From an optimization exercise on the open Yosys and OpenROAD flow, aimed at small area; shortcuts taken in it are not production practice. The RTL was checked by simulation tests, not by an equivalence proof against the original design. Power and IR drop assume default switching activity. The flow treats the clock pin as an ideal source, which a real chip does not have.

**config.mk**
```make
export PLATFORM = sky130hd
export DESIGN_NAME = rvvi_trace_bridge
export DESIGN_NICKNAME = rvvi_trace_bridge
export VERILOG_FILES = /design/flow/design.v
export SDC_FILE = /design/flow/constraint.sdc
export NUM_CORES = 4
export LEC_CHECK = 0
export CAP_MARGIN = 20
export CORE_MARGIN = 2
export CORE_UTILIZATION = 40
export SLEW_MARGIN = 20
```
**constraint.sdc**
```tcl
create_clock -name core_clock -period 6.0 [get_ports {rvvi}]
set_input_delay 1.2000 -clock core_clock [delete_from_list [all_inputs] [get_ports {rvvi}]]
set_output_delay 1.2000 -clock core_clock [all_outputs]
set_load 0.01 [all_outputs]
```
**design.v**
```verilog
package rvvi_bridge_pkg;
    localparam int XLEN         = 32;
    localparam int ORDER_W      = 64;
    localparam int CSR_ADDR_W   = 12;
    localparam int NUM_CSRS     = 5;
    localparam int REG_ADDR_W   = 5;
    localparam int MSTATUS_RAW_W = 6;
    localparam int MIE_RAW_W     = 19;
    localparam int MCAUSE_RAW_W  = 7;
    typedef enum logic [2:0] {
        CSR_MSTATUS,
        CSR_MIE,
        CSR_MCAUSE,
        CSR_MSCRATCH,
        CSR_MEPC
    } csr_idx_e;
    localparam logic [NUM_CSRS*CSR_ADDR_W-1:0] CSR_ADDR =
        {12'h341, 12'h340, 12'h342, 12'h304, 12'h300};
    typedef enum logic {
        BEAT_RETIRE,
        BEAT_CSR
    } beat_kind_e;
    typedef logic [NUM_CSRS-1:0]           csr_mask_t;
    typedef logic [NUM_CSRS*XLEN-1:0]      csr_vals_t;
    localparam int MSTATUS_TW_BIT   = 21;
    localparam int MSTATUS_MPRV_BIT = 17;
    localparam int MSTATUS_MPP_LSB  = 11;
    localparam int MSTATUS_MPIE_BIT = 7;
    localparam int MSTATUS_MIE_BIT  = 3;
    localparam int MIE_FAST_LSB     = 16;
    localparam int MIE_EXT_BIT      = 11;
    localparam int MIE_TIMER_BIT    = 7;
    localparam int MIE_SW_BIT       = 3;
    localparam int MCAUSE_IRQ_BIT   = 31;
    localparam int MCAUSE_CODE_W    = 6;
    typedef struct packed {
        logic [ORDER_W-1:0]    order;
        logic [XLEN-1:0]       insn;
        logic [XLEN-1:0]       pc_rdata;
        logic [XLEN-1:0]       pc_wdata;
        logic                  trap;
        logic                  intr;
        logic [REG_ADDR_W-1:0] rd_addr;
        logic [XLEN-1:0]       rd_wdata;
        csr_vals_t             csr_val;
        csr_mask_t             csr_mask;
    } retire_rec_t;
    localparam int REC_W = ORDER_W + 3*XLEN + 2 + REG_ADDR_W + XLEN + NUM_CSRS*XLEN + NUM_CSRS;
endpackage
`timescale 1ns/10ps
module rvvi_trace_bridge #(
    parameter int FIFO_DEPTH = 4
) (
    input  logic                                      rvvi,
    input  logic                                      arst_n_i,
    input  logic                                      rvfi_valid_i,
    input  logic [rvvi_bridge_pkg::ORDER_W-1:0]       rvfi_order_i,
    input  logic [rvvi_bridge_pkg::XLEN-1:0]          rvfi_insn_i,
    input  logic [rvvi_bridge_pkg::XLEN-1:0]          rvfi_pc_rdata_i,
    input  logic [rvvi_bridge_pkg::XLEN-1:0]          rvfi_pc_wdata_i,
    input  logic                                      rvfi_trap_i,
    input  logic                                      rvfi_intr_i,
    input  logic [rvvi_bridge_pkg::REG_ADDR_W-1:0]    rvfi_rd_addr_i,
    input  logic [rvvi_bridge_pkg::XLEN-1:0]          rvfi_rd_wdata_i,
    input  logic [rvvi_bridge_pkg::MSTATUS_RAW_W-1:0] mstatus_raw_i,
    input  logic [rvvi_bridge_pkg::MIE_RAW_W-1:0]     mie_raw_i,
    input  logic [rvvi_bridge_pkg::MCAUSE_RAW_W-1:0]  mcause_raw_i,
    input  logic [rvvi_bridge_pkg::XLEN-1:0]          mscratch_i,
    input  logic [rvvi_bridge_pkg::XLEN-1:0]          mepc_i,
    output logic                                      beat_valid_o,
    output rvvi_bridge_pkg::beat_kind_e               beat_kind_o,
    output logic [rvvi_bridge_pkg::ORDER_W-1:0]       order_o,
    output logic [rvvi_bridge_pkg::XLEN-1:0]          insn_o,
    output logic [rvvi_bridge_pkg::XLEN-1:0]          pc_rdata_o,
    output logic [rvvi_bridge_pkg::XLEN-1:0]          pc_wdata_o,
    output logic                                      trap_o,
    output logic                                      intr_o,
    output logic [rvvi_bridge_pkg::XLEN-1:0]          x_wb_o,
    output logic [rvvi_bridge_pkg::XLEN-1:0]          x_wdata_o,
    output logic [rvvi_bridge_pkg::CSR_ADDR_W-1:0]    csr_addr_o,
    output logic [rvvi_bridge_pkg::XLEN-1:0]          csr_data_o,
    output logic                                      overflow_o
);
    localparam int XLEN = rvvi_bridge_pkg::XLEN;
    localparam int NC   = rvvi_bridge_pkg::NUM_CSRS;
    localparam int RW   = rvvi_bridge_pkg::ORDER_W + 4*XLEN + 2 + rvvi_bridge_pkg::REG_ADDR_W;
    localparam int CW   = 6 + 19 + 7 + 2*XLEN;
    localparam int NS   = FIFO_DEPTH + 1;    
    logic [CW-1:0] csr_now;
    logic [CW-1:0] prev_q;
    logic          first_q;      
    logic [NC-1:0] changed;
    logic [NC-1:0] pending_q;
    logic [NC-1:0] cmask_q;
    logic          push_q;
    logic [RW-1:0] cap_q;
    assign csr_now = {mepc_i, mscratch_i, mcause_raw_i, mie_raw_i, mstatus_raw_i};
    always_comb begin
        if (first_q) begin
            changed[0] = |csr_now[5:0];
            changed[1] = |csr_now[24:6];
            changed[2] = |csr_now[31:25];
            changed[3] = |csr_now[63:32];
            changed[4] = |csr_now[95:64];
        end else begin
            changed[0] = csr_now[5:0]   != prev_q[5:0];
            changed[1] = csr_now[24:6]  != prev_q[24:6];
            changed[2] = csr_now[31:25] != prev_q[31:25];
            changed[3] = csr_now[63:32] != prev_q[63:32];
            changed[4] = csr_now[95:64] != prev_q[95:64];
        end
    end
    always_ff @(posedge rvvi or negedge arst_n_i) begin
        if (!arst_n_i) begin
            first_q   <= 1'b1;
            pending_q <= '0;
            push_q    <= 1'b0;
        end else begin
            first_q   <= 1'b0;
            push_q    <= rvfi_valid_i;
            if (rvfi_valid_i) begin
                pending_q <= '0;
            end else begin
                pending_q <= pending_q | changed;
            end
        end
    end
    always_ff @(posedge rvvi) begin
        prev_q  <= csr_now;
        cmask_q <= pending_q | changed;
        cap_q   <= {rvfi_order_i, rvfi_insn_i, rvfi_pc_rdata_i, rvfi_pc_wdata_i,
                    rvfi_trap_i, rvfi_intr_i, rvfi_rd_addr_i, rvfi_rd_wdata_i};
    end
    logic [RW-1:0]         mem_r [0:FIFO_DEPTH-1];
    logic [NC-1:0]         mem_m [0:FIFO_DEPTH-1];
    logic [CW-1:0]         mem_c [0:NS-1];
    logic [FIFO_DEPTH-1:0] wr_oh_q, rd_oh_q;     
    logic [NS-1:0]         wc_oh_q, rc_oh_q;     
    logic [2:0]            count_q;
    logic                  overflow_q;
    logic                  full, empty, push_ok, pop;
    assign full    = (count_q == 3'(FIFO_DEPTH));
    assign empty   = (count_q == 3'd0);
    assign push_ok = push_q && !full;
    always_ff @(posedge rvvi or negedge arst_n_i) begin
        if (!arst_n_i) begin
            wr_oh_q    <= FIFO_DEPTH'(1);
            rd_oh_q    <= FIFO_DEPTH'(1);
            wc_oh_q    <= NS'(1);
            rc_oh_q    <= NS'(1);
            count_q    <= '0;
            overflow_q <= 1'b0;
        end else begin
            if (push_ok) begin
                wr_oh_q <= {wr_oh_q[FIFO_DEPTH-2:0], wr_oh_q[FIFO_DEPTH-1]};
                wc_oh_q <= {wc_oh_q[NS-2:0], wc_oh_q[NS-1]};
            end
            if (pop) begin
                rd_oh_q <= {rd_oh_q[FIFO_DEPTH-2:0], rd_oh_q[FIFO_DEPTH-1]};
                rc_oh_q <= {rc_oh_q[NS-2:0], rc_oh_q[NS-1]};
            end
            if (push_ok && !pop) begin
                count_q <= count_q + 1'b1;
            end else if (pop && !push_ok) begin
                count_q <= count_q - 1'b1;
            end
            if (push_q && full) begin
                overflow_q <= 1'b1;
            end
        end
    end
    always_ff @(posedge rvvi) begin
        for (int i = 0; i < FIFO_DEPTH; i++) begin
            if (push_ok && wr_oh_q[i]) begin
                mem_r[i] <= cap_q;
                mem_m[i] <= cmask_q;
            end
        end
        for (int i = 0; i < NS; i++) begin
            if (push_ok && wc_oh_q[i]) begin
                mem_c[i] <= prev_q;
            end
        end
    end
    logic [NC-1:0] head_mask;
    logic [NC-1:0] remain_q;
    logic [NC-1:0] remain_next;
    logic [NC-1:0] sel_oh_q;     
    logic [NC-1:0] sel_next;
    logic          valid_q;
    logic          kind_q;
    always_comb begin
        head_mask = '0;
        for (int i = 0; i < FIFO_DEPTH; i++) begin
            head_mask |= mem_m[i] & {NC{rd_oh_q[i]}};
        end
    end
    assign pop = !empty && (remain_q == '0);
    assign sel_next    = remain_q & (~remain_q + 1'b1);
    assign remain_next = remain_q & ~sel_next;
    always_ff @(posedge rvvi or negedge arst_n_i) begin
        if (!arst_n_i) begin
            remain_q <= '0;
            sel_oh_q <= '0;
            valid_q  <= 1'b0;
            kind_q   <= 1'b0;
        end else if (pop) begin
            valid_q  <= 1'b1;
            kind_q   <= 1'b0;
            remain_q <= head_mask;
        end else if (remain_q != '0) begin
            valid_q  <= 1'b1;
            kind_q   <= 1'b1;
            sel_oh_q <= sel_next;
            remain_q <= remain_next;
        end else begin
            valid_q <= 1'b0;
            kind_q  <= 1'b0;
        end
    end
    logic [FIFO_DEPTH-1:0] out_oh;
    logic [NS-1:0]         cur_oh;
    logic [RW-1:0]         out_r;
    logic [XLEN-1:0]       csr_sel_val [0:NS-1];
    logic [XLEN-1:0]       csr_data;
    logic [4:0]            rd_addr;
    assign out_oh = {rd_oh_q[0], rd_oh_q[FIFO_DEPTH-1:1]};
    assign cur_oh = {rc_oh_q[0], rc_oh_q[NS-1:1]};
    always_comb begin
        out_r = '0;
        for (int i = 0; i < FIFO_DEPTH; i++) begin
            out_r |= mem_r[i] & {RW{out_oh[i]}};
        end
    end
    always_comb begin
        csr_data = '0;
        for (int s = 0; s < NS; s++) begin
            csr_data |= {XLEN{cur_oh[s] & sel_oh_q[0]}} &
                        {10'b0, mem_c[s][0], 3'b0, mem_c[s][1], 4'b0, mem_c[s][3:2], 3'b0,
                         mem_c[s][4], 3'b0, mem_c[s][5], 3'b0};
            csr_data |= {XLEN{cur_oh[s] & sel_oh_q[1]}} &
                        {mem_c[s][21:6], 4'b0, mem_c[s][22], 3'b0, mem_c[s][23], 3'b0,
                         mem_c[s][24], 3'b0};
            csr_data |= {XLEN{cur_oh[s] & sel_oh_q[2]}} &
                        {mem_c[s][31], 25'b0, mem_c[s][30:25]};
            csr_data |= {XLEN{cur_oh[s] & sel_oh_q[3]}} & mem_c[s][63:32];
            csr_data |= {XLEN{cur_oh[s] & sel_oh_q[4]}} & mem_c[s][95:64];
        end
    end
    assign {order_o, insn_o, pc_rdata_o, pc_wdata_o, trap_o, intr_o, rd_addr, x_wdata_o} = out_r;
    assign x_wb_o = (rd_addr == '0) ? '0 : (32'd1 << rd_addr);
    always_comb begin
        csr_addr_o = '0;
        for (int i = 0; i < NC; i++) begin
            csr_addr_o |= {rvvi_bridge_pkg::CSR_ADDR_W{sel_oh_q[i]}} &
                          rvvi_bridge_pkg::CSR_ADDR[i*rvvi_bridge_pkg::CSR_ADDR_W +: rvvi_bridge_pkg::CSR_ADDR_W];
        end
    end
    assign beat_valid_o = valid_q;
    assign beat_kind_o  = rvvi_bridge_pkg::beat_kind_e'(kind_q);
    assign csr_data_o   = csr_data;
    assign overflow_o   = overflow_q;
endmodule
```
**run.sh**
```bash
#!/bin/bash
# synth_recipe.tcl (not shown) runs the flow's synth.tcl, then flattens the netlist and writes it again
# the make line also repeats each setting of config.mk as NAME=value (left out here)
make -C /OpenROAD-flow-scripts/flow DESIGN_CONFIG=/design/flow/config.mk WORK_HOME=/design/flow/orfs CLKGATE_MAP_FILE= SYNTH_SCRIPT=/design/flow/synth_recipe.tcl finish
```
==> flow_metrics.py, run 1 <==
metrics = {
    "hold_path": {
        "min_from": "cap_q[82]",
        "whs_path_depth": 0,
        "holdPathEnd": "mem_r[1][82]",
        "hold_path.class": "reg -> reg",
    },
    "cts": {
        "clk_pin_slew_ns": 0.06,
        "cts_hold_repair.buffers": 0,
        "clk_path_buf_depth": 3,
        "root_buffer": "clkbuf_16",
        "cts_tree": "done",
        "cts-buffers-inserted": 166,
        "ctsResizeCount": 0,
        "h-tree-depth": 4,
        "clk_latency_ns": 0.79,
        "clock_sinks": 1637,
        "post_cts_buffers": 0,
    },
    "synth": {
        "yosysWarnings": 4,
        "ys_top_cells_by_count": "1296 x edfxtp_1, 515 x a22oi_1, 300 x dfxtp_1, 234 x nand2_1, 110 x clkbuf_1",
        "synth_fa_ha_area_share_pct": 0.0591,
        "yosys.area_share.xor_xnor_pct": 1.57,
        "yosysMostFrequentCell": "edfxtp_1",
        "synth_top_area_share_pct": 70.7,
        "synth_compound_area_share_pct": 9.53,
        "synth_flop_cell": "edfxtp_1",
        "synth_top_family_by_area": "compound AO/OA/AOI/OAI gates",
        "yosys-top-cells-area": "edfxtp_1 71%, dfxtp_1 11%, a22oi_1 7.0%",
        "netlist_area_um2": 55100,
        "synthSimpleGateAreaFrac_pct": 3.79,
        "yosysSeqAreaShare_pct": 83.4,
        "synthArstFlopShare_pct": 2.50,
        "ys_seq_elements": 1637,
        "synth_edf_count": 1296,
        "synth_top_area_cell": "edfxtp_1",
        "synth_cells": 3048,
        "synth_cell_types": 55,
        "synth_area_per_cell_um2": 18.1,
        "synth.area.mux_share_pct": 0.204,
    },
    "power": {
        "p_total_mw": 23.2,
        "ir_worst_vdd_v": 0.000275,
        "total_leakage_power_nw": 22.9,
        "seqPwrFrac_pct": 53.9,
        "clock_power_share_pct": 44.2,
        "p_int_mw": 18.6,
        "p_per_area_nw_per_um2": 340,
        "sw_frac_of_total_pct": 20.0,
        "p_comb_share_pct": 1.9,
        "switchingPower_mw": 4.64,
    },
    "sta": {
        "hold_viol_final": 0,
        "period_share_pct": 87.9,
        "drv_slew": 0,
        "skew_ns": 0.0496,
        "whs_ns": 0.465,
        "max_freq_ghz": 0.190,
        "finalSetupViolations": 0,
        "tightest_slew_ns": 1.04,
        "period_minus_slack_ns": 5.27,
        "fin_tns_setup_ns": 0,
        "relSlewSlack_pct": 30.8,
        "rsz0062_at_grt": "no",
    },
    "global_routing": {
        "grt_pass1_vias": 30500,
        "grt_pass1_wl_um": 208000,
        "grt_start_max_net_pins": 130,
        "overflow": 0,
        "grtUsageTotal_pct": 20.2,
        "antenna_found_initial": 33,
    },
    "routing": {
        "drc": 0,
        "ant_nets": 0,
        "dr.pass1.iters": 6,
        "first_iter_violations": 2558,
        "drt_wl_total_um": 145000,
        "vias": 30300,
        "via_per_inst": 5.39,
        "wire_per_inst_um": 25.8,
    },
    "placement": {
        "dp_cells": 5299,
        "place_congestion": 0.831,
        "port_buffers": 563,
        "hpwlAfterDp_um": 89500,
    },
    "setup_path": {
        "r2r_end": "mem_c[0][71]",
        "criticalPathCategory": "reg -> out",
        "required_ns": 4.80,
        "r2r_cells": 5,
        "endpoint_kind": "output port",
        "worstSetupStartpointType": "register",
        "reg2reg_setup_slack_ns": 2.56,
        "cp_max_fo": 17,
        "rr_startpoint": "count_q[0]",
        "worst-endpoint-arrival_ns": 4.07,
    },
    "floorplanning": {
        "core_area_um2": 137000,
        "rows": 136,
        "initial_utilization_pct": 40.2,
        "ioPinCount": 571,
        "die_w_um": 375,
        "die_h_um": 375,
        "dieArea_um2": 141000,
    },
    "layout": {
        "num-nets-final": 3973,
        "finalCoreUtilization_pct": 49.9,
        "drive_above_1_share_pct": 9.07,
        "finalNonFillerCells": 5624,
        "syn_to_final_growth_pct": 24.2,
    },
    "run": {
        "drv_cap": 0,
    },
    "status": {
        "status": "finished clean",
    },
}
-- power by group through the flow --
stage / Clock [mW] / Combinational (mW) / Sequential (mW)
finish: 10.3 / 0.442 / 12.5
global placement: 0 / 0.442 / 12.7
floorplan: 0 / 0.145 / 12.7
detailed placement: 0 / 0.444 / 12.8
CTS: 10.5 / 0.448 / 12.5
global route: 10.9 / 0.473 / 12.5
-- stage by stage --
stage | cell area [um^2] | setup slack, ns
after detailed placement | 62800 | 1.52
after global routing | 68400 | 0.595
after global placement | 62800 | 1.61
after floorplan | 55100 | 1.95
after CTS | 68400 | 0.662
final | 68400 | 0.729
-- layer usage --
metal	wire length, um	global-route usage (%)	up-vias
met5	215	0	-
met4	4350	7.24	36
met3	13500	6.75	251
met2	69900	32.4	1204
met1	56900	25.6	15400
li1	-	-	13400
-- worst max path at each step --
| stage | startpoint | endpoint | slack [ns] | depth (start not counted) |
|---|---|---|---|---|
| after CTS | sel_oh_q[4] | csr_data_o[23] | 0.66 | 7 |
| after floorplan | count_q[0] | mem_m[0][0] | 1.95 | 5 |
| after global placement | sel_oh_q[4] | csr_data_o[23] | 1.61 | 7 |
| final | sel_oh_q[4] | csr_data_o[23] | 0.73 | 7 |
| after detailed placement | sel_oh_q[4] | csr_data_o[19] | 1.52 | 7 |
| after global routing | sel_oh_q[4] | csr_data_o[23] | 0.60 | 7 |
-- cell families (layout without fill, tap and decap cells) --
| logic type | count (synthesis) | in the layout |
|---|---|---|
| buffers and inverters | 177 | 938 |
| multiplexers | 10 | 10 |
| other | 1 | 22 |
| AO/OA/AOI/OAI | 678 | 678 |
| flip-flops | 1637 | 1637 |
| adder cells (fa/ha/maj) | 2 | 2 |
| AND/OR/NAND/NOR | 444 | 444 |
| XOR/XNOR | 99 | 99 |
-- critical path, cell delays in order (launching register included) --
cell             delay (ns)
dfrtp_1                0.83
inv_1                  0.26
nor2_2                 0.83
buf_4                  0.35
a22oi_1                0.11
and3_1                 0.25
nand4_1                0.12
clkdlybuf4s50_1        0.56
-- final cells by class --
cell class	instances	area (um^2)
Fill cell	11300	68700
Sequential cell	1637	46000
Multi-Input combinational cell	1241	8410
Timing Repair Buffer	615	6160
Clock buffer	244	4820
Tap cell	1794	2240
Clock inverter	67	712
Inverter	12	45.0
Antenna cell	14	35.0
-- cell usage in the layout, fill, tap and decap left out, types with 40 or more instances in the layout --
| master | n |
|---|---|
| buf_4 | 41 |
| clkdlybuf4s50_1 | 562 |
| a22oi_1 | 515 |
| clkbuf_16 | 171 |
| xor2_1 | 77 |
| edfxtp_1 | 1296 |
| nand2_1 | 234 |
| nor2_1 | 47 |
| a22o_1 | 52 |
| clkbuf_1 | 46 |
| dfxtp_1 | 300 |
| a222oi_1 | 40 |
-- sequential cells by signal, summed over array words and instances, names as in the netlist, 5 cells and up --
register / count
mem_r: 796
mem_c: 480
cap_q: 199
prev_q: 96
mem_m: 20
cmask_q: 5
pending_q: 5
rc_oh_q: 5
remain_q: 5
sel_oh_q: 5
wc_oh_q: 5
==> run 2: changes to the inputs <==
==> flow/run.sh (new file) <==
#!/bin/bash
# Standard ORFS layout (the standard.sh), with smaller port buffers and a clock tree
# built from smaller buffers without dummy loads.
set -euo pipefail
export BUFFER_PORTS_ARGS="-buffer_cell sky130_fd_sc_hd__buf_1"
export CTS_ARGS="-sink_clustering_enable -repair_clock_nets -dont_use_dummy_load -buf_list {sky130_fd_sc_hd__clkbuf_4 sky130_fd_sc_hd__clkbuf_8}"
bash standard.sh > standard.log 2>&1
==> standard.sh (new file) <==
#!/bin/bash
# synth_recipe.tcl (not shown) runs the flow's synth.tcl, then flattens the netlist and writes it again
# the make line also repeats each setting of config.mk as NAME=value (left out here)
make -C /OpenROAD-flow-scripts/flow DESIGN_CONFIG=/design/flow/config.mk WORK_HOME=/design/flow/orfs CLKGATE_MAP_FILE= SYNTH_SCRIPT=/design/flow/synth_recipe.tcl "${@:-finish}"
removed: run.sh
==> flow_metrics.py, run 2 <==
metrics = {
    "synth": {
        "ys_seq_elements": 1637,
        "synth_flop_cell": "edfxtp_1",
        "synth_cell_types": 55,
        "synth_edf_count": 1296,
        "synth_top_area_share_pct": 70.7,
        "yosys-top-cells-area": "edfxtp_1 71%, dfxtp_1 11%, a22oi_1 7.0%",
        "yosysSeqAreaShare_pct": 83.4,
        "synth_cells": 3048,
        "netlist_area_um2": 55100,
        "yosysMostFrequentCell": "edfxtp_1",
        "synthArstFlopShare_pct": 2.50,
        "synth_area_per_cell_um2": 18.1,
        "yosysWarnings": 4,
        "synth_top_area_cell": "edfxtp_1",
        "ys_top_cells_by_count": "1296 x edfxtp_1, 515 x a22oi_1, 300 x dfxtp_1, 234 x nand2_1, 110 x clkbuf_1",
    },
    "power": {
        "p_per_area_nw_per_um2": 329,
        "p_total_mw": 20.8,
        "ir_worst_vdd_v": 0.000263,
        "total_leakage_power_nw": 20.8,
    },
    "layout": {
        "largest-register": "mem_r",
        "num-nets-final": 4077,
        "reg.largest.list": "mem_r (796), mem_c (480), cap_q (199)",
        "final_common_cell": "edfxtp_1",
        "syn_to_final_growth_pct": 14.6,
        "finalNonFillerCells": 5575,
        "layout_common_cells": "1296 x edfxtp_1, 562 x buf_1, 515 x a22oi_1",
        "largest_register_ffs": 796,
        "final_area_um2": 63100,
        "drive_above_1_share_pct": 9.72,
        "finalCoreUtilization_pct": 46.0,
    },
    "sta": {
        "skew_ns": 0.111,
        "rsz0062_at_grt": "no",
        "tightest_slew_ns": 1.18,
        "hold_viol_final": 0,
        "whs_ns": 0.311,
        "max_freq_ghz": 0.200,
        "fin_tns_setup_ns": 0,
        "finalSetupViolations": 0,
        "worst_slack_ns": 0.997,
        "period_share_pct": 83.4,
        "period_minus_slack_ns": 5.00,
        "relSlewSlack_pct": 21.3,
        "drv_slew": 0,
    },
    "floorplanning": {
        "rows": 136,
        "core_area_um2": 137000,
        "die_h_um": 375,
        "initial_utilization_pct": 40.2,
        "die_w_um": 375,
        "dieArea_um2": 141000,
        "ioPinCount": 571,
    },
    "cts": {
        "clk_path_buf_depth": 4,
        "cts-buffers-inserted": 281,
        "root_buffer": "clkbuf_8",
        "clk_pin_slew_ns": 0.06,
        "post_cts_buffers": 0,
        "clk_latency_ns": 0.98,
        "clock_sinks": 1637,
        "cts_hold_repair.buffers": 0,
        "cts_tree": "done",
        "ctsResizeCount": 0,
        "h-tree-depth": 5,
    },
    "routing": {
        "dr.pass1.iters": 6,
        "wire_per_inst_um": 25.3,
        "ant_nets": 0,
        "drc": 0,
        "vias": 30300,
        "drt_wl_total_um": 141000,
        "via_per_inst": 5.44,
        "first_iter_violations": 2534,
    },
    "setup_path": {
        "worstSetupStartpointType": "register",
        "endpoint_kind": "output port",
        "cp_max_fo": 17,
        "criticalPathCategory": "reg -> out",
        "required_ns": 4.80,
        "worst-endpoint-arrival_ns": 3.80,
    },
    "placement": {
        "placed_area_um2": 59200,
        "dp_cells": 5287,
        "place_congestion": 0.825,
        "port_buffers": 563,
        "hpwlAfterDp_um": 83900,
        "place_ws_ns": 1.96,
    },
    "global_routing": {
        "grtUsageTotal_pct": 19.5,
        "grt_start_max_net_pins": 162,
        "overflow": 0,
        "grt_pass1_wl_um": 201000,
        "antenna_found_initial": 33,
        "grt_pass1_vias": 30500,
    },
    "run": {
        "drv_cap": 0,
    },
    "status": {
        "status": "finished clean",
    },
    "hold_path": {
        "hold_path.class": "in -> reg",
    },
}
## run 2: final cells by class
type	instances	area, um^2
diodes	6	15.0
clock buffers	281	3870
fillers	11900	74000
inverters	12	45.0
multi-input cells	1241	8410
flip-flops and latches	1637	46000
well taps	1794	2240
repair buffers	604	2570
## run 2: metal layers
| layer | GRT usage [%] | up-vias | share of wire [%] |
|---|---|---|---|
| li1 | - | 13500 | - |
| met1 | 23.6 | 15300 | 38 |
| met2 | 31.4 | 1251 | 48 |
| met3 | 7.57 | 308 | 10 |
| met4 | 7.59 | 44 | 3.2 |
| met5 | 0 | - | 0.20 |
## run 2: path summary, 6_finish.rpt
kind / from / end / slack (ns) / cells after the start
max: sel_oh_q[4] / csr_data_o[11] / 1.0 / 6
min: rvfi_rd_wdata_i[30] / cap_q[30] / 0.31 / 1
max reg2reg: count_q[0] / mem_c[0][92] / 3.13 / 5
min reg2reg: cap_q[0] / mem_r[1][0] / 0.42 / 0
max in group asynchronous: arst_n_i / rd_oh_q[1] / 4.99 / 2
min in group asynchronous: arst_n_i / pending_q[3] / 0.38 / 2
## run 2: cells by family (layout without fill, tap and decap cells)
logic type | Yosys count | after routing | share of synthesized area, %
adder cells (fa/ha/maj) | 2 | 2 | 0.0591
multiplexers | 10 | 10 | 0.204
buffers and inverters | 177 | 897 | 1.40
flip-flops | 1637 | 1637 | 83.4
other | 1 | 14 | 0.00681
AND/OR/NAND/NOR | 444 | 444 | 3.79
XOR/XNOR | 99 | 99 | 1.57
AO/OA/AOI/OAI | 678 | 678 | 9.53
## run 2: critical path: stages, from the launching register on
cell and delay [ns]:
dfrtp_1 0.79, inv_1 0.26, nor2_2 0.87, a221oi_1 0.17, and3_1 0.26, o2111ai_1 0.28
buf_1 0.21
## run 2: power by group
| part | total (mW) | leakage, nW | internal [mW] | switching [mW] |
|---|---|---|---|---|
| clock | 7.95 | 2.02 | 4.13 | 3.82 |
| combinational | 0.309 | 4.02 | 0.120 | 0.189 |
| sequential | 12.5 | 14.7 | 12.4 | 0.165 |
| total | 20.8 | 20.8 | 16.6 | 4.17 |
==> run 3: changes to the inputs <==
==> flow/run.sh (replaced) <==
#!/bin/bash
# Standard ORFS layout (the standard.sh), with smaller port buffers and a clock tree
# built from smaller buffers without dummy loads.
set -euo pipefail
export BUFFER_PORTS_ARGS="-buffer_cell sky130_fd_sc_hd__buf_1"
export CTS_ARGS="-sink_clustering_enable -repair_clock_nets -dont_use_dummy_load -sink_clustering_size 30 -sink_clustering_max_diameter 80 -buf_list {sky130_fd_sc_hd__clkbuf_16}"
bash standard.sh > standard.log 2>&1
--- a/config.mk
+++ b/config.mk
@@ -7,5 +7,5 @@
 export LEC_CHECK = 0
 export CAP_MARGIN = 20
 export CORE_MARGIN = 2
-export CORE_UTILIZATION = 40
+export CORE_UTILIZATION = 70
 export SLEW_MARGIN = 20
==> flow_metrics.py, run 3 <==
metrics = {
    "status": {
        "status": "finished clean",
    },
    "cts": {
        "clk_pin_slew_ns": 0.11,
        "cts_tree": "done",
        "clk_path_buf_depth": 3,
        "ctsResizeCount": 0,
        "clock_sinks": 1637,
        "cts-buffers-inserted": 61,
        "clk_latency_ns": 0.68,
        "root_buffer": "clkbuf_16",
        "post_cts_buffers": 0,
        "cts_hold_repair.buffers": 0,
        "h-tree-depth": 2,
    },
    "global_routing": {
        "grt_pass1_wl_um": 188000,
        "grt_start_max_net_pins": 144,
        "grtUsageTotal_pct": 31.3,
        "antenna_found_initial": 27,
        "overflow": 0,
        "grt_pass1_vias": 30300,
    },
    "layout": {
        "finalCoreUtilization_pct": 76.9,
        "final_common_cell": "edfxtp_1",
        "largest_register_ffs": 796,
        "layout_common_cells": "1296 x edfxtp_1, 562 x buf_1, 515 x a22oi_1",
        "drive_above_1_share_pct": 4.11,
        "reg.largest.list": "mem_r (796), mem_c (480), cap_q (199)",
        "syn_to_final_growth_pct": 8.54,
        "num-nets-final": 3852,
        "fillers": 4504,
        "largest-register": "mem_r",
    },
    "synth": {
        "synth_compound_area_share_pct": 9.53,
        "yosysSeqAreaShare_pct": 83.4,
        "yosysMostFrequentCell": "edfxtp_1",
        "yosys-top-cells-area": "edfxtp_1 71%, dfxtp_1 11%, a22oi_1 7.0%",
        "synth_top_family_by_area": "compound AO/OA/AOI/OAI gates",
        "yosys.area_share.xor_xnor_pct": 1.57,
        "synth_cells": 3048,
        "yosysWarnings": 4,
        "synthArstFlopShare_pct": 2.50,
        "synthSimpleGateAreaFrac_pct": 3.79,
        "synth_flop_cell": "edfxtp_1",
        "synth_top_area_share_pct": 70.7,
        "synth_fa_ha_area_share_pct": 0.0591,
        "netlist_area_um2": 55100,
        "synth.area.mux_share_pct": 0.204,
        "synth_edf_count": 1296,
        "synth_top_area_cell": "edfxtp_1",
        "synth_area_per_cell_um2": 18.1,
        "ys_seq_elements": 1637,
        "ys_top_cells_by_count": "1296 x edfxtp_1, 515 x a22oi_1, 300 x dfxtp_1, 234 x nand2_1, 110 x clkbuf_1",
        "synth_cell_types": 55,
    },
    "routing": {
        "drt_wl_total_um": 129000,
        "ant_nets": 0,
        "via_per_inst": 6.50,
        "dr.pass1.iters": 8,
        "drc": 0,
        "first_iter_violations": 3462,
        "vias": 29900,
        "wire_per_inst_um": 27.9,
    },
    "setup_path": {
        "r2r_end": "count_q[1]",
        "rr_startpoint": "remain_q[0]",
        "cp_max_fo": 17,
        "endpoint_kind": "output port",
        "worst-endpoint-arrival_ns": 3.70,
        "worstSetupStartpointType": "register",
        "worstSetupStartpoint": "sel_oh_q[4]",
        "criticalPathCategory": "reg -> out",
        "required_ns": 4.80,
        "r2r_cells": 9,
        "reg2reg_setup_slack_ns": 3.02,
    },
    "power": {
        "p_int_mw": 14.3,
        "clock_power_share_pct": 27.5,
        "seqPwrFrac_pct": 70.8,
        "total_leakage_power_nw": 19.5,
        "sw_frac_of_total_pct": 19.2,
        "p_comb_share_pct": 1.7,
        "ir_worst_vdd_v": 0.000301,
        "p_per_area_nw_per_um2": 295,
        "switchingPower_mw": 3.39,
    },
    "sta": {
        "period_minus_slack_ns": 4.90,
        "period_share_pct": 81.7,
        "hold_viol_final": 0,
        "relSlewSlack_pct": 28.0,
        "finalSetupViolations": 0,
        "max_freq_ghz": 0.204,
        "drv_slew": 0,
        "skew_ns": 0.0332,
        "tightest_slew_ns": 1.08,
        "rsz0062_at_grt": "no",
        "fin_tns_setup_ns": 0,
    },
    "floorplanning": {
        "core_area_um2": 77700,
        "ioPinCount": 571,
        "initial_utilization_pct": 70.9,
        "dieArea_um2": 80900,
        "die_h_um": 285,
        "die_w_um": 285,
        "rows": 102,
    },
    "placement": {
        "place_congestion": 0.901,
        "hpwlAfterDp_um": 79000,
        "port_buffers": 563,
    },
    "run": {
        "drv_cap": 0,
    },
    "hold_path": {
        "min_from": "cap_q[65]",
        "hold_path.class": "reg -> reg",
        "holdPathEnd": "mem_r[0][65]",
        "whs_path_depth": 0,
    },
}
run 3: cell counts after synthesis:
Identical to the previous run, type by type.
run 3: worst max-delay path by stage:
stage	to	cells after the start
6_report	csr_data_o[3]	7
3_3_place_gp	csr_data_o[3]	7
4_1_cts	csr_data_o[3]	7
3_5_place_dp	csr_data_o[3]	7
5_1_grt	csr_data_o[3]	7
2_1_floorplan	mem_m[0][0]	5
run 3: through the flow:
stage	area, um^2	power (mW)	setup WS [ns]	hold slack [ns]	cells
after floorplan	55100	12.8	1.95	0.410	3055
after global placement	58200	13.0	1.86	0.433	4528
after detailed placement	58200	13.1	1.89	0.428	4528
after CTS	59700	17.7	1.13	0.456	4589
after global routing	59800	18.1	0.991	0.468	4602
final	59800	17.7	1.10	0.455	4607
run 3: power groups by stage:
stage          sequential (mW)  combinational, mW  clock, mW
2_1_floorplan             12.7              0.145          0
3_3_place_gp              12.7              0.290          0
3_5_place_dp              12.8              0.303          0
4_1_cts                   12.5              0.305       4.89
5_1_grt                   12.5              0.329       5.24
6_report                  12.5              0.305       4.86
run 3: cells by family after synthesis:
kind of cell / after synthesis
flip-flops: 1637
AO/OA/AOI/OAI: 678
AND/OR/NAND/NOR: 444
buffers and inverters: 177
XOR/XNOR: 99
multiplexers: 10
adder cells (fa/ha/maj): 2
other: 1
run 3: layer usage:
metal,routed length (um),vias to the layer above,global-route usage [%]
met5,158,-,0
met4,5160,22,12.2
met3,11900,286,7.15
met2,65000,1445,52.0
met1,46400,15200,40.6
li1,-,13000,-
run 3: layout make-up:
class	instances	area, um^2	area share (%)
antenna	17	42.5	0.0712
clock buffer	61	1530	2.55
inverter	12	45.0	0.0753
multi-input combinational	1241	8420	14.1
sequential	1637	46000	76.9
tap	1040	1300	2.18
timing repair buffer	599	2480	4.15
run 3: critical path, stage by stage (launching register included):
cell      delay (ns)
dfrtp_1         0.81
inv_1           0.30
nor2_2          0.85
buf_4           0.43
a222oi_1        0.17
nand4_1         0.15
or3_1           0.15
buf_1           0.16
==> run 4: changes to the inputs <==
==> flow/run.sh (replaced) <==
#!/bin/bash
# Standard ORFS layout (the standard.sh), with smaller port buffers and a clock tree
# built from smaller buffers without dummy loads.
set -euo pipefail
export BUFFER_PORTS_ARGS="-buffer_cell sky130_fd_sc_hd__buf_1"
export CTS_ARGS="-sink_clustering_enable -repair_clock_nets -dont_use_dummy_load -sink_clustering_size 20 -sink_clustering_max_diameter 60 -buf_list {sky130_fd_sc_hd__clkbuf_8}"
bash standard.sh > standard.log 2>&1
==> flow_metrics.py, run 4 <==
metrics = {
    "placement": {
        "hpwlAfterDp_um": 79000,
        "port_buffers": 563,
        "place_congestion": 0.901,
        "dp_cells": 4528,
    },
    "setup_path": {
        "reg2reg_setup_slack_ns": 3.02,
        "required_ns": 4.80,
        "rr_startpoint": "remain_q[0]",
        "crit_chain": "inv_1 -> nor2_2 -> buf_4 -> a222oi_1 -> nand4_1 -> or3_1 -> buf_1",
        "worstSetupStartpoint": "sel_oh_q[4]",
        "criticalPathCategory": "reg -> out",
        "critPathCapture": "csr_data_o[3]",
        "r2r_cells": 9,
        "worstSetupStartpointType": "register",
        "cpPeakStageDelay_ns": 0.86,
        "endpoint_kind": "output port",
        "cp_max_fo": 17,
        "worst-endpoint-arrival_ns": 3.71,
        "r2r_end": "count_q[1]",
        "crit_slowest_cell": "nor2_2",
    },
    "floorplanning": {
        "initial_utilization_pct": 70.9,
        "die_w_um": 285,
        "dieArea_um2": 80900,
        "core_area_um2": 77700,
        "rows": 102,
        "die_h_um": 285,
        "ioPinCount": 571,
    },
    "status": {
        "status": "finished clean",
    },
    "cts": {
        "clk_pin_slew_ns": 0.11,
        "root_buffer": "clkbuf_8",
        "post_cts_buffers": 0,
        "cts_tree": "done",
        "h-tree-depth": 3,
        "cts_hold_repair.buffers": 0,
        "clk_path_buf_depth": 3,
        "cts-buffers-inserted": 99,
        "ctsResizeCount": 0,
        "clk_latency_ns": 0.76,
        "clock_sinks": 1637,
    },
    "global_routing": {
        "grtUsageTotal_pct": 31.5,
        "grt_pass1_wl_um": 189000,
        "grt_start_max_net_pins": 144,
        "antenna_found_initial": 24,
        "overflow": 0,
        "grt_pass1_vias": 30500,
    },
    "layout": {
        "drive_above_1_share_pct": 5.10,
        "layout_common_cells": "1296 x edfxtp_1, 562 x buf_1, 515 x a22oi_1",
        "finalNonFillerCells": 4641,
        "largest-register": "mem_r",
        "syn_to_final_growth_pct": 8.19,
        "fillers": 4563,
        "final_common_cell": "edfxtp_1",
        "num-nets-final": 3889,
        "largest_register_ffs": 796,
        "reg.largest.list": "mem_r (796), mem_c (480), cap_q (199)",
    },
    "routing": {
        "first_iter_violations": 3400,
        "wire_per_inst_um": 27.8,
        "drt_wl_total_um": 129000,
        "ant_nets": 0,
        "vias": 30200,
        "drc": 0,
        "via_per_inst": 6.50,
        "dr.pass1.iters": 6,
    },
    "synth": {
        "netlist_area_um2": 55100,
        "yosysSeqAreaShare_pct": 83.4,
        "synth_top_family_by_area": "compound AO/OA/AOI/OAI gates",
        "yosys.area_share.xor_xnor_pct": 1.57,
        "synth_top_area_cell": "edfxtp_1",
        "synth_cells": 3048,
        "yosys-top-cells-area": "edfxtp_1 71%, dfxtp_1 11%, a22oi_1 7.0%",
        "yosysMostFrequentCell": "edfxtp_1",
        "synth_edf_count": 1296,
        "synth_top_area_share_pct": 70.7,
        "ys_seq_elements": 1637,
        "synth_fa_ha_area_share_pct": 0.0591,
        "synth_flop_cell": "edfxtp_1",
        "synthArstFlopShare_pct": 2.50,
        "synth_compound_area_share_pct": 9.53,
        "synth_area_per_cell_um2": 18.1,
        "yosysWarnings": 4,
        "synth.area.mux_share_pct": 0.204,
        "synthSimpleGateAreaFrac_pct": 3.79,
        "ys_top_cells_by_count": "1296 x edfxtp_1, 515 x a22oi_1, 300 x dfxtp_1, 234 x nand2_1, 110 x clkbuf_1",
        "synth_cell_types": 55,
    },
    "sta": {
        "rsz0062_at_grt": "no",
        "skew_ns": 0.0845,
        "tightest_slew_ns": 1.09,
        "period_minus_slack_ns": 4.91,
        "fin_tns_setup_ns": 0,
        "drv_slew": 0,
        "finalSetupViolations": 0,
        "period_share_pct": 81.8,
        "hold_viol_final": 0,
        "relSlewSlack_pct": 27.2,
        "max_freq_ghz": 0.204,
    },
    "power": {
        "p_per_area_nw_per_um2": 291,
        "ir_worst_vdd_v": 0.000239,
        "total_leakage_power_nw": 19.4,
    },
    "run": {
        "drv_cap": 0,
    },
    "hold_path": {
        "hold_path.class": "reg -> reg",
    },
}
-- run 4: cell counts after synthesis --
Identical to the previous run, type by type.
-- run 4: how the worst min path moves through the flow --
stage | start | cells past startpoint | endpoint
after global placement | pending_q[0] | 1 | cmask_q[0]
after floorplan | pending_q[0] | 1 | cmask_q[0]
after global routing | rvfi_insn_i[9] | 1 | cap_q[112]
after CTS | cap_q[98] | 0 | mem_r[1][98]
final | cap_q[110] | 0 | mem_r[0][110]
after detailed placement | pending_q[0] | 1 | cmask_q[0]
-- run 4: layer usage --
metal  GRT usage, %  part of all wire [%]
met4           12.3                   4.3
met3           7.73                   9.8
met2           51.9                    50
met1           41.0                    35
met5              0                  0.13
-- run 4: report_power, final --
| group | internal (mW) | leakage (nW) | switching, mW |
|---|---|---|---|
| sequential | 12.3 | 14.7 | 0.168 |
| combinational | 0.120 | 3.98 | 0.184 |
| clock | 1.48 | 0.712 | 3.07 |
| total | 13.9 | 19.4 | 3.42 |
-- run 4: cell families after synthesis --
group,count (synthesis)
flops,1637
mux,10
buf+inv,177
xor+xnor,99
compound gates,678
simple gates,444
fa+ha+maj,2
other cells,1
-- run 4: stage by stage --
| stage | power, mW | util (%) | setup slack (ns) | area [um^2] | hold slack (ns) |
|---|---|---|---|---|---|
| finish | 17.4 | 76.7 | 1.09 | 59600 | 0.454 |
| global route | 17.8 | 76.7 | 0.972 | 59600 | 0.463 |
| CTS | 17.4 | 76.6 | 1.10 | 59600 | 0.453 |
| detailed placement | 13.1 | 74.9 | 1.89 | 58200 | 0.428 |
| global placement | 13.0 | 74.9 | 1.86 | 58200 | 0.433 |
| floorplan | 12.8 | - | 1.95 | 55100 | 0.410 |
-- run 4: area by class of cell --
type	count	area (um^2)	share of cell area, %
Sequential cell	1637	46000	77.1
Multi-Input combinational cell	1241	8420	14.1
Timing Repair Buffer	598	2460	4.12
Clock buffer	99	1360	2.29
Tap cell	1040	1300	2.18
Inverter	12	45.0	0.0756
Antenna cell	14	35.0	0.0588
-- run 4: critical path, delay by kind of cell (launching register included) --
family | cells | cell delay (ns)
and+or+nand+nor | 3 | 1.16
buffers and inverters | 3 | 0.88
DFF | 1 | 0.80
AOI/OAI and AO/OA | 1 | 0.16
==> run 5: changes to the inputs <==
--- a/design.v
+++ b/design.v
@@ -134,35 +134,30 @@
     logic [RW-1:0]         mem_r [0:FIFO_DEPTH-1];
     logic [NC-1:0]         mem_m [0:FIFO_DEPTH-1];
     logic [CW-1:0]         mem_c [0:NS-1];
-    logic [FIFO_DEPTH-1:0] wr_oh_q, rd_oh_q;     
+    logic [1:0]            wr_q, rd_q;           
     logic [NS-1:0]         wc_oh_q, rc_oh_q;     
-    logic [2:0]            count_q;
+    logic [NS-1:0]         cur_oh;               
     logic                  overflow_q;
     logic                  full, empty, push_ok, pop;
-    assign full    = (count_q == 3'(FIFO_DEPTH));
-    assign empty   = (count_q == 3'd0);
+    assign cur_oh  = {rc_oh_q[0], rc_oh_q[NS-1:1]};
+    assign empty   = |(wc_oh_q & rc_oh_q);
+    assign full    = |(wc_oh_q & cur_oh);
     assign push_ok = push_q && !full;
     always_ff @(posedge rvvi or negedge arst_n_i) begin
         if (!arst_n_i) begin
-            wr_oh_q    <= FIFO_DEPTH'(1);
-            rd_oh_q    <= FIFO_DEPTH'(1);
+            wr_q       <= '0;
+            rd_q       <= '0;
             wc_oh_q    <= NS'(1);
             rc_oh_q    <= NS'(1);
-            count_q    <= '0;
             overflow_q <= 1'b0;
         end else begin
             if (push_ok) begin
-                wr_oh_q <= {wr_oh_q[FIFO_DEPTH-2:0], wr_oh_q[FIFO_DEPTH-1]};
+                wr_q    <= wr_q + 1'b1;
                 wc_oh_q <= {wc_oh_q[NS-2:0], wc_oh_q[NS-1]};
             end
             if (pop) begin
-                rd_oh_q <= {rd_oh_q[FIFO_DEPTH-2:0], rd_oh_q[FIFO_DEPTH-1]};
+                rd_q    <= rd_q + 1'b1;
                 rc_oh_q <= {rc_oh_q[NS-2:0], rc_oh_q[NS-1]};
-            end
-            if (push_ok && !pop) begin
-                count_q <= count_q + 1'b1;
-            end else if (pop && !push_ok) begin
-                count_q <= count_q - 1'b1;
             end
             if (push_q && full) begin
                 overflow_q <= 1'b1;
@@ -171,7 +166,7 @@
     end
     always_ff @(posedge rvvi) begin
         for (int i = 0; i < FIFO_DEPTH; i++) begin
-            if (push_ok && wr_oh_q[i]) begin
+            if (push_ok && wr_q == 2'(i)) begin
                 mem_r[i] <= cap_q;
                 mem_m[i] <= cmask_q;
             end
@@ -192,7 +187,7 @@
     always_comb begin
         head_mask = '0;
         for (int i = 0; i < FIFO_DEPTH; i++) begin
-            head_mask |= mem_m[i] & {NC{rd_oh_q[i]}};
+            head_mask |= mem_m[i] & {NC{rd_q == 2'(i)}};
         end
     end
     assign pop = !empty && (remain_q == '0);
@@ -219,13 +214,15 @@
         end
     end
     logic [FIFO_DEPTH-1:0] out_oh;
-    logic [NS-1:0]         cur_oh;
+    logic [1:0]            out_ptr;
     logic [RW-1:0]         out_r;
     logic [XLEN-1:0]       csr_sel_val [0:NS-1];
     logic [XLEN-1:0]       csr_data;
     logic [4:0]            rd_addr;
-    assign out_oh = {rd_oh_q[0], rd_oh_q[FIFO_DEPTH-1:1]};
-    assign cur_oh = {rc_oh_q[0], rc_oh_q[NS-1:1]};
+    assign out_ptr = rd_q - 1'b1;
+    always_comb begin
+        for (int i = 0; i < FIFO_DEPTH; i++) out_oh[i] = (out_ptr == 2'(i));
+    end
     always_comb begin
         out_r = '0;
         for (int i = 0; i < FIFO_DEPTH; i++) begin
--- a/config.mk
+++ b/config.mk
@@ -5,7 +5,7 @@
 export SDC_FILE = /design/flow/constraint.sdc
 export NUM_CORES = 4
 export LEC_CHECK = 0
-export CAP_MARGIN = 20
+export CAP_MARGIN = 0
 export CORE_MARGIN = 2
 export CORE_UTILIZATION = 70
-export SLEW_MARGIN = 20
+export SLEW_MARGIN = 0
==> flow_metrics.py, run 5 <==
metrics = {
    "status": {
        "status": "finished clean",
    },
    "synth": {
        "netlist_area_um2": 54900,
        "yosysWarnings": 4,
        "synth_top_area_cell": "edfxtp_1",
        "yosysMostFrequentCell": "edfxtp_1",
        "synthArstFlopShare_pct": 2.09,
        "ys_seq_elements": 1630,
        "synth_cell_types": 54,
        "synth_cells": 3023,
        "synth_flop_cell": "edfxtp_1",
        "synth_top_area_share_pct": 70.9,
        "synth_edf_count": 1296,
        "synth_area_per_cell_um2": 18.2,
        "yosys-top-cells-area": "edfxtp_1 71%, dfxtp_1 11%, a22oi_1 7.1%",
        "yosysSeqAreaShare_pct": 83.4,
        "ys_top_cells_by_count": "1296 x edfxtp_1, 517 x a22oi_1, 300 x dfxtp_1, 223 x nand2_1, 81 x clkbuf_1",
    },
    "sta": {
        "rsz0062_at_grt": "no",
        "period_minus_slack_ns": 4.65,
        "skew_ns": 0.0684,
        "fin_tns_setup_ns": 0,
        "drv_slew": 0,
        "finalSetupViolations": 0,
        "whs_ns": 0.429,
        "tightest_slew_ns": 1.16,
        "max_freq_ghz": 0.215,
        "period_share_pct": 77.5,
        "hold_viol_final": 0,
        "relSlewSlack_pct": 22.6,
    },
    "setup_path": {
        "worst-endpoint-arrival_ns": 3.45,
        "criticalPathCategory": "reg -> out",
        "endpoint_kind": "output port",
        "cp_max_fo": 148,
        "worstSetupStartpointType": "register",
        "required_ns": 4.80,
    },
    "routing": {
        "drc": 0,
        "wire_per_inst_um": 27.9,
        "via_per_inst": 6.48,
        "dr.pass1.iters": 8,
        "first_iter_violations": 3367,
        "ant_nets": 0,
        "drt_wl_total_um": 130000,
        "vias": 30100,
    },
    "floorplanning": {
        "dieArea_um2": 80600,
        "die_w_um": 284,
        "initial_utilization_pct": 70.7,
        "core_area_um2": 77600,
        "rows": 102,
        "die_h_um": 284,
        "ioPinCount": 571,
    },
    "cts": {
        "root_buffer": "clkbuf_8",
        "cts_hold_repair.buffers": 0,
        "clk_pin_slew_ns": 0.11,
        "cts-buffers-inserted": 99,
        "post_cts_buffers": 0,
        "cts_tree": "done",
        "clk_latency_ns": 0.75,
        "ctsResizeCount": 0,
        "clock_sinks": 1630,
        "clk_path_buf_depth": 3,
        "h-tree-depth": 3,
    },
    "hold_path": {
        "hold_path.class": "reg -> reg",
    },
    "layout": {
        "reg.largest.list": "mem_r (796), mem_c (480), cap_q (199)",
        "final_common_cell": "edfxtp_1",
        "num-nets-final": 3885,
        "fillers": 4566,
        "regArea_um2": 45800,
        "largest-register": "mem_r",
        "finalNonFillerCells": 4638,
        "multiInputGateArea_um2": 8430,
        "syn_to_final_growth_pct": 8.52,
        "drive_above_1_share_pct": 5.06,
        "largest_register_ffs": 796,
        "layout_common_cells": "1296 x edfxtp_1, 562 x buf_1, 517 x a22oi_1",
        "finalCoreUtilization_pct": 76.7,
    },
    "run": {
        "drv_cap": 0,
    },
    "global_routing": {
        "grt_start_max_net_pins": 149,
        "grt_pass1_wl_um": 189000,
        "grt_pass1_vias": 30100,
        "overflow": 0,
        "antenna_found_initial": 31,
        "grtUsageTotal_pct": 31.9,
    },
    "power": {
        "p_per_area_nw_per_um2": 412,
        "total_leakage_power_nw": 19.4,
        "p_total_mw": 24.5,
        "ir_worst_vdd_v": 0.000393,
    },
    "placement": {
        "port_buffers": 563,
        "dp_cells": 4518,
        "place_congestion": 0.945,
        "hpwlAfterDp_um": 80600,
    },
}
## run 5: changes by cell type after synthesis, sizes merged, moves of 6 or more
cell,delta
clkbuf,-29
nand2,-13
nor2,-6
ha,+7
xnor2,+8
xor2,-9
a221oi,+6
a22o,-7
buf,+23
## run 5: path summary, 6_finish.rpt
path / from / to / slack [ns] / cells past startpoint
max in group asynchronous: arst_n_i / sel_oh_q[4] / 5.00 / 2
max reg2reg: rc_oh_q[1] / mem_c[3][2] / 2.19 / 4
max: rd_q[1] / pc_rdata_o[4] / 1.35 / 6
min in group asynchronous: arst_n_i / pending_q[4] / 0.52 / 2
min reg2reg: cap_q[38] / mem_r[3][38] / 0.43 / 0
min: cap_q[38] / mem_r[3][38] / 0.43 / 0
## run 5: metrics by stage
stage,instance area (um^2),worst slack [ns]
6_report,59600,1.35
5_1_grt,59500,1.19
4_1_cts,59500,1.30
3_5_place_dp,58100,2.10
3_3_place_gp,58100,2.14
2_1_floorplan,54900,1.76
## run 5: cell families after synthesis
| family | Yosys count | share of synthesized area (%) |
|---|---|---|
| AOI/OAI and AO/OA | 676 | 9.55 |
| DFF | 1630 | 83.4 |
| buffers and inverters | 173 | 1.40 |
| and+or+nand+nor | 426 | 3.66 |
| other | 1 | 0.00683 |
| adders and majority gates | 8 | 0.182 |
| muxes | 11 | 0.214 |
| xor gates and xnor gates | 98 | 1.56 |
## run 5: routing by layer
layer | global-route usage, % | share of wire, % | up-vias | routed length (um)
li1 | - | - | 13000 | -
met1 | 41.7 | 37 | 15300 | 47800
met5 | 0 | 0.12 | - | 162
met3 | 7.49 | 9.2 | 235 | 11900
met2 | 52.8 | 50 | 1417 | 65200
met4 | 12.1 | 3.5 | 24 | 4480
## run 5: critical path: stages (launching register included)
cell	delay [ns]
dfrtp_1	0.46
inv_1	0.17
ha_4	0.71
buf_12	0.55
a22oi_1	0.16
nand2_1	0.12
buf_1	0.29
## run 5: layout make-up
cell class,instances,area share (%)
Inverter,14,0.0882
Timing Repair Buffer,607,4.32
Antenna cell,21,0.0882
Clock buffer,99,2.29
Sequential cell,1630,76.9
Multi-Input combinational cell,1227,14.2
Tap cell,1040,2.19
## run 5: report_power, final
group          switching [mW]  total [mW]  internal, mW
Combinational            4.36        6.05          1.69
Clock                    3.04        4.53          1.49
Sequential              0.499        14.0          13.5
Total                    7.90        24.5          16.6
==> run 6: changes to the inputs <==
--- a/config.mk
+++ b/config.mk
@@ -5,7 +5,7 @@
 export SDC_FILE = /design/flow/constraint.sdc
 export NUM_CORES = 4
 export LEC_CHECK = 0
-export CAP_MARGIN = 0
+export CAP_MARGIN = 20
 export CORE_MARGIN = 2
 export CORE_UTILIZATION = 70
-export SLEW_MARGIN = 0
+export SLEW_MARGIN = 20
==> flow_metrics.py, run 6 <==
metrics = {
    "cts": {
        "clk_latency_ns": 0.75,
        "cts-buffers-inserted": 99,
        "clk_pin_slew_ns": 0.11,
        "clock_sinks": 1630,
        "root_buffer": "clkbuf_8",
        "cts_hold_repair.buffers": 0,
        "cts_tree": "done",
        "clk_path_buf_depth": 3,
        "ctsResizeCount": 0,
        "h-tree-depth": 3,
        "post_cts_buffers": 0,
    },
    "layout": {
        "finalNonFillerCells": 4637,
        "largest-register": "mem_r",
        "syn_to_final_growth_pct": 8.55,
        "num-nets-final": 3886,
        "largest_register_ffs": 796,
        "final_common_cell": "edfxtp_1",
        "layout_common_cells": "1296 x edfxtp_1, 562 x buf_1, 517 x a22oi_1",
        "drive_above_1_share_pct": 5.09,
        "reg.largest.list": "mem_r (796), mem_c (480), cap_q (199)",
        "final_area_um2": 59600,
    },
    "routing": {
        "drc": 0,
        "drt_wl_total_um": 130000,
        "wire_per_inst_um": 28.0,
        "via_per_inst": 6.46,
        "met3WireLength_um": 12500,
        "first_iter_violations": 3338,
        "ant_nets": 0,
        "wirelength_met1_um": 47200,
        "vias": 30000,
        "top_layer_used": "met5",
        "dr.pass1.iters": 7,
        "route.met2.wl_um": 65200,
    },
    "synth": {
        "synth_cells": 3023,
        "yosys-top-cells-area": "edfxtp_1 71%, dfxtp_1 11%, a22oi_1 7.1%",
        "synth_top_area_share_pct": 70.9,
        "synth_area_per_cell_um2": 18.2,
        "synth_top_area_cell": "edfxtp_1",
        "netlist_area_um2": 54900,
        "yosysMostFrequentCell": "edfxtp_1",
        "ys_top_cells_by_count": "1296 x edfxtp_1, 517 x a22oi_1, 300 x dfxtp_1, 223 x nand2_1, 81 x clkbuf_1",
        "ys_seq_elements": 1630,
        "synth_flop_cell": "edfxtp_1",
        "yosysSeqAreaShare_pct": 83.4,
        "synth_cell_types": 54,
        "synthArstFlopShare_pct": 2.09,
        "synth_edf_count": 1296,
        "yosysWarnings": 4,
    },
    "floorplanning": {
        "die_h_um": 284,
        "initial_utilization_pct": 70.7,
        "die_w_um": 284,
        "rows": 102,
        "dieArea_um2": 80600,
        "core_area_um2": 77600,
        "ioPinCount": 571,
    },
    "placement": {
        "hpwlAfterDp_um": 80600,
        "place_congestion": 0.945,
        "port_buffers": 563,
        "placed_area_um2": 58100,
        "dp_cells": 4518,
    },
    "global_routing": {
        "grt_pass1_vias": 30100,
        "overflow": 0,
        "grtUsageTotal_pct": 31.9,
        "grt_pass1_wl_um": 189000,
        "grt_start_max_net_pins": 149,
        "antenna_found_initial": 31,
    },
    "sta": {
        "skew_ns": 0.0698,
        "finalSetupViolations": 0,
        "max_freq_ghz": 0.214,
        "fin_tns_setup_ns": 0,
        "rsz0062_at_grt": "no",
        "tightest_slew_ns": 1.18,
        "drv_slew": 0,
        "hold_viol_final": 0,
        "period_share_pct": 77.7,
        "period_minus_slack_ns": 4.66,
        "relSlewSlack_pct": 21.6,
    },
    "power": {
        "p_per_area_nw_per_um2": 412,
        "total_leakage_power_nw": 19.4,
        "ir_worst_vdd_v": 0.000394,
    },
    "run": {
        "drv_cap": 0,
    },
    "setup_path": {
        "reg2reg_setup_slack_ns": 2.32,
        "cp_max_fo": 148,
        "worstSetupStartpointType": "register",
        "worst-endpoint-arrival_ns": 3.46,
        "endpoint_kind": "output port",
        "crit_chain": "inv_1 -> ha_4 -> buf_12 -> a22oi_1 -> nand2_1 -> buf_1",
        "cpPeakStageDelay_ns": 0.71,
        "criticalPathCategory": "reg -> out",
        "crit_slowest_cell": "ha_4",
        "required_ns": 4.80,
    },
    "status": {
        "status": "finished clean",
    },
    "hold_path": {
        "hold_path.class": "reg -> reg",
    },
}
-- run 6: cell counts after synthesis --
No cell type changed its count.
-- run 6: per-stage QoR --
step           worst slack (ns)  hold slack [ns]  utilization [%]  total power, mW
2_1_floorplan              1.76            0.410                -             17.6
4_1_cts                    1.30            0.444             76.7             24.6
3_3_place_gp               2.14            0.433             74.9             20.1
5_1_grt                    1.19            0.457             76.8             25.5
3_5_place_dp               2.10            0.435             74.9             20.3
6_report                   1.34            0.434             76.8             24.5
-- run 6: report_power, final --
group	switching [mW]	total (mW)	internal [mW]
clock network	3.04	4.53	1.49
logic	4.35	6.05	1.69
registers	0.500	14.0	13.5
total	7.90	24.5	16.6
-- run 6: critical path, delay by kind of cell, from the launching register on --
kind	cells	cell delay [ns]
AO/OA/AOI/OAI	1	0.16
buffers and inverters	3	1.00
AND/OR/NAND/NOR	1	0.12
flip-flops	1	0.46
adder cells (fa/ha/maj)	1	0.71
-- run 6: routing by layer --
layer / up-vias / global-route usage, %
met4: 22 / 12.1
met2: 1502 / 52.8
met5: - / 0
met3: 235 / 7.49
met1: 15200 / 41.7
li1: 13000 / -
-- run 6: cells by family (layout without fill, tap and decap cells) --
group                    after synthesis  count (layout)  synth area share [%]
buffers and inverters                173             721                  1.40
AND/OR/NAND/NOR                      426             426                  3.66
adder cells (fa/ha/maj)                8               8                 0.182
XOR/XNOR                              98              98                  1.56
other                                  1              27               0.00683
flip-flops                          1630            1630                  83.4
AO/OA/AOI/OAI                        676             676                  9.55
multiplexers                          11              11                 0.214
-- run 6: worst paths after layout --
path | start | end | depth (start not counted)
setup reg to reg | rc_oh_q[1] | mem_r[0][50] | 4
hold reg to reg | cap_q[38] | mem_r[1][38] | 0
min in group asynchronous | arst_n_i | pending_q[4] | 2
setup / recovery | rd_q[1] | pc_rdata_o[4] | 6
max in group asynchronous | arst_n_i | sel_oh_q[4] | 2
hold / removal | cap_q[38] | mem_r[1][38] | 0
-- run 6: layout make-up --
type | count | area, um^2
well taps | 1040 | 1300
clock buffers | 99 | 1360
diodes | 19 | 47.5
inverters | 14 | 52.6
fillers | 4566 | 18000
flip-flops and latches | 1630 | 45800
multi-input cells | 1227 | 8430
repair buffers | 608 | 2590
==> run 7: changes to the inputs <==
--- a/config.mk
+++ b/config.mk
@@ -8,4 +8,6 @@
 export CAP_MARGIN = 20
 export CORE_MARGIN = 2
 export CORE_UTILIZATION = 70
+export GPL_ROUTABILITY_DRIVEN = 0
+export GPL_TIMING_DRIVEN = 0
 export SLEW_MARGIN = 20
==> flow_metrics.py, run 7 <==
metrics = {
    "floorplanning": {
        "die_w_um": 284,
        "dieArea_um2": 80600,
        "die_h_um": 284,
        "rows": 102,
        "ioPinCount": 571,
        "core_area_um2": 77600,
        "initial_utilization_pct": 70.7,
    },
    "synth": {
        "netlist_area_um2": 54900,
        "ys_top_cells_by_count": "1296 x edfxtp_1, 517 x a22oi_1, 300 x dfxtp_1, 223 x nand2_1, 81 x clkbuf_1",
        "synth_flop_cell": "edfxtp_1",
        "synthArstFlopShare_pct": 2.09,
        "synth_top_area_share_pct": 70.9,
        "synth_cell_types": 54,
        "yosysWarnings": 4,
        "ys_seq_elements": 1630,
        "yosys-top-cells-area": "edfxtp_1 71%, dfxtp_1 11%, a22oi_1 7.1%",
        "synth_edf_count": 1296,
        "synth_top_area_cell": "edfxtp_1",
        "yosysSeqAreaShare_pct": 83.4,
        "synth_area_per_cell_um2": 18.2,
        "synth_cells": 3023,
        "yosysMostFrequentCell": "edfxtp_1",
    },
    "layout": {
        "largest_register_ffs": 796,
        "layout_common_cells": "1296 x edfxtp_1, 586 x buf_1, 517 x a22oi_1",
        "drive_above_1_share_pct": 5.70,
        "syn_to_final_growth_pct": 10.2,
        "num-nets-final": 4030,
        "final_area_um2": 60500,
        "reg.largest.list": "mem_r (796), mem_c (480), cap_q (199)",
        "final_common_cell": "edfxtp_1",
        "largest-register": "mem_r",
        "finalCoreUtilization_pct": 77.9,
        "finalNonFillerCells": 4784,
    },
    "placement": {
        "dp_cells": 4664,
        "hpwlAfterDp_um": 92200,
        "port_buffers": 563,
        "placed_area_um2": 59100,
    },
    "setup_path": {
        "rr_startpoint": "rc_oh_q[1]",
        "cp_max_fo": 10,
        "reg2reg_setup_slack_ns": 2.31,
        "r2r_end": "mem_r[0][89]",
        "required_ns": 4.80,
        "worstSetupStartpointType": "register",
        "criticalPathCategory": "reg -> out",
        "endpoint_kind": "output port",
        "worst-endpoint-arrival_ns": 3.84,
        "r2r_cells": 9,
    },
    "global_routing": {
        "overflow": 0,
        "grt_start_max_net_pins": 45,
        "antenna_found_initial": 36,
        "grt_pass1_vias": 30700,
        "grt_pass1_wl_um": 195000,
        "grtUsageTotal_pct": 33.2,
    },
    "hold_path": {
        "hold_path.class": "in -> async",
    },
    "status": {
        "status": "finished clean",
    },
    "sta": {
        "relSlewSlack_pct": 20.6,
        "fin_tns_setup_ns": 0,
        "period_minus_slack_ns": 5.04,
        "drv_slew": 0,
        "hold_viol_final": 0,
        "skew_ns": 0.0594,
        "rsz0062_at_grt": "no",
        "finalSetupViolations": 0,
        "period_share_pct": 84.0,
        "tightest_slew_ns": 1.19,
        "max_freq_ghz": 0.198,
    },
    "cts": {
        "cts_tree": "done",
        "clock_sinks": 1630,
        "ctsResizeCount": 0,
        "cts-buffers-inserted": 98,
        "clk_latency_ns": 0.76,
        "post_cts_buffers": 0,
        "clk_path_buf_depth": 3,
        "cts_hold_repair.buffers": 0,
        "h-tree-depth": 3,
        "root_buffer": "clkbuf_8",
        "clk_pin_slew_ns": 0.12,
    },
    "power": {
        "ir_worst_vdd_v": 0.000346,
        "total_leakage_power_nw": 19.9,
        "p_per_area_nw_per_um2": 411,
    },
    "routing": {
        "dr.pass1.iters": 8,
        "ant_nets": 0,
        "wire_per_inst_um": 28.4,
        "first_iter_violations": 3793,
        "via_per_inst": 6.49,
        "vias": 31100,
        "drt_wl_total_um": 136000,
        "drc": 0,
    },
    "run": {
        "drv_cap": 0,
    },
}
[run 7: cell count changes in the layout (fill, tap and decap cells not counted)]
cell      previous run  this run
ha_1                 4         8
buf_16               0        13
clkbuf_8            99        98
and2_2               6         0
clkbuf_1             0        80
and2_1              12        18
diode_2             19        22
buf_12              11        18
buf_2                0        40
buf_4               34        11
buf_1              562       586
buf_6                0         4
ha_4                 4         0
[run 7: worst max-delay path by stage]
stage,slack [ns],startpoint,end
3_3_place_gp,-0.39,rc_oh_q[4],mem_r[1][97]
6_report,0.96,rd_q[0],insn_o[29]
4_1_cts,0.92,rd_q[0],insn_o[28]
5_1_grt,0.79,rd_q[0],insn_o[29]
2_1_floorplan,1.76,rc_oh_q[4],mem_m[0][0]
3_5_place_dp,1.77,rd_q[0],insn_o[28]
[run 7: per-layer routing]
layer  part of all wire [%]  routed length [um]  vias up  track usage, %
met3                     10               14000      318            8.33
met2                     50               67500     1667            54.3
met1                     36               48500    15700            43.6
met4                    4.1                5610       34            13.1
met5                   0.16                 218        -               0
li1                       -                   -    13400               -
[run 7: area by class of cell]
cell class | instances | area (um^2)
sequential | 1630 | 45800
timing repair buffer | 594 | 2830
multi-input combinational | 1227 | 8380
buffer | 159 | 718
antenna | 22 | 55.1
fill | 4478 | 17100
tap | 1040 | 1300
clock buffer | 98 | 1350
inverter | 14 | 52.6
[run 7: per-stage QoR]
stage	hold slack, ns	setup WS [ns]	power (mW)
after detailed placement	0.438	1.77	20.6
final	0.379	0.961	24.9
after CTS	0.339	0.918	24.9
after global placement	0.442	-0.391	20.4
after global routing	0.367	0.788	25.8
after floorplan	0.410	1.76	17.6
[run 7: cells by family after synthesis]
kind of cell,Yosys count,synth area share [%]
AO/OA/AOI/OAI,676,9.55
XOR/XNOR,98,1.56
adder cells (fa/ha/maj),8,0.182
buffers and inverters,173,1.40
flip-flops,1630,83.4
multiplexers,11,0.214
other,1,0.00683
AND/OR/NAND/NOR,426,3.66
[run 7: critical path, cell delays in order (launching register included)]
cell      delay, ns
dfrtp_1        0.44
inv_1          0.10
ha_1           0.31
buf_2          0.36
clkbuf_1       0.71
clkbuf_1       0.51
a22oi_1        0.20
nand2_1        0.11
buf_1          0.31
[run 7: power breakdown]
| part | leakage, nW | switching [mW] | internal, mW |
|---|---|---|---|
| clock network | 0.705 | 3.04 | 1.47 |
| logic | 4.44 | 4.62 | 1.84 |
| registers | 14.7 | 0.427 | 13.5 |
| total | 19.9 | 8.08 | 16.8 |

what the ideal ports hide:
The flow's constraints put no driver on any port. The routed layouts listed below were extracted and timed again, unchanged, in two steps. Step 1 sets driving cells, clkbuf_16 on the clock port and buf_2 on the other inputs (assumed; they add their load-dependent delay and slew). Step 2, shift: input delay + t, output delay - t, t = (earliest + latest rising clock arrival at the registers) / 2. This alone moves slack from input paths to output paths. Slacks: ideal ports / drivers / drivers and shift; pairs: ideal ports / drivers.
run	shift t [ns]	slack for setup (ns)	worst setup path after step 2	worst data-port slew with drivers (ns)	cell pins on the clock port's net
run 1	0.844	0.729 / 0.647 / 1.491	register to output	0.18	1
run 2	0.999	0.997 / 0.919 / 1.918	register to output	0.20	1
run 3	0.734	1.098 / 1.026 / 1.761	register to output	0.16	1
run 4	0.794	1.092 / 1.023 / 1.817	register to output	0.15	1
run 5	0.784	1.347 / 1.278 / 2.062	register to output	0.13	1
run 6	0.787	1.336 / 1.264 / 2.052	register to output	0.13	1
run 7	0.800	0.961 / 0.889 / 1.689	register to output	0.13	1
After both steps every run listed still meets setup and hold.
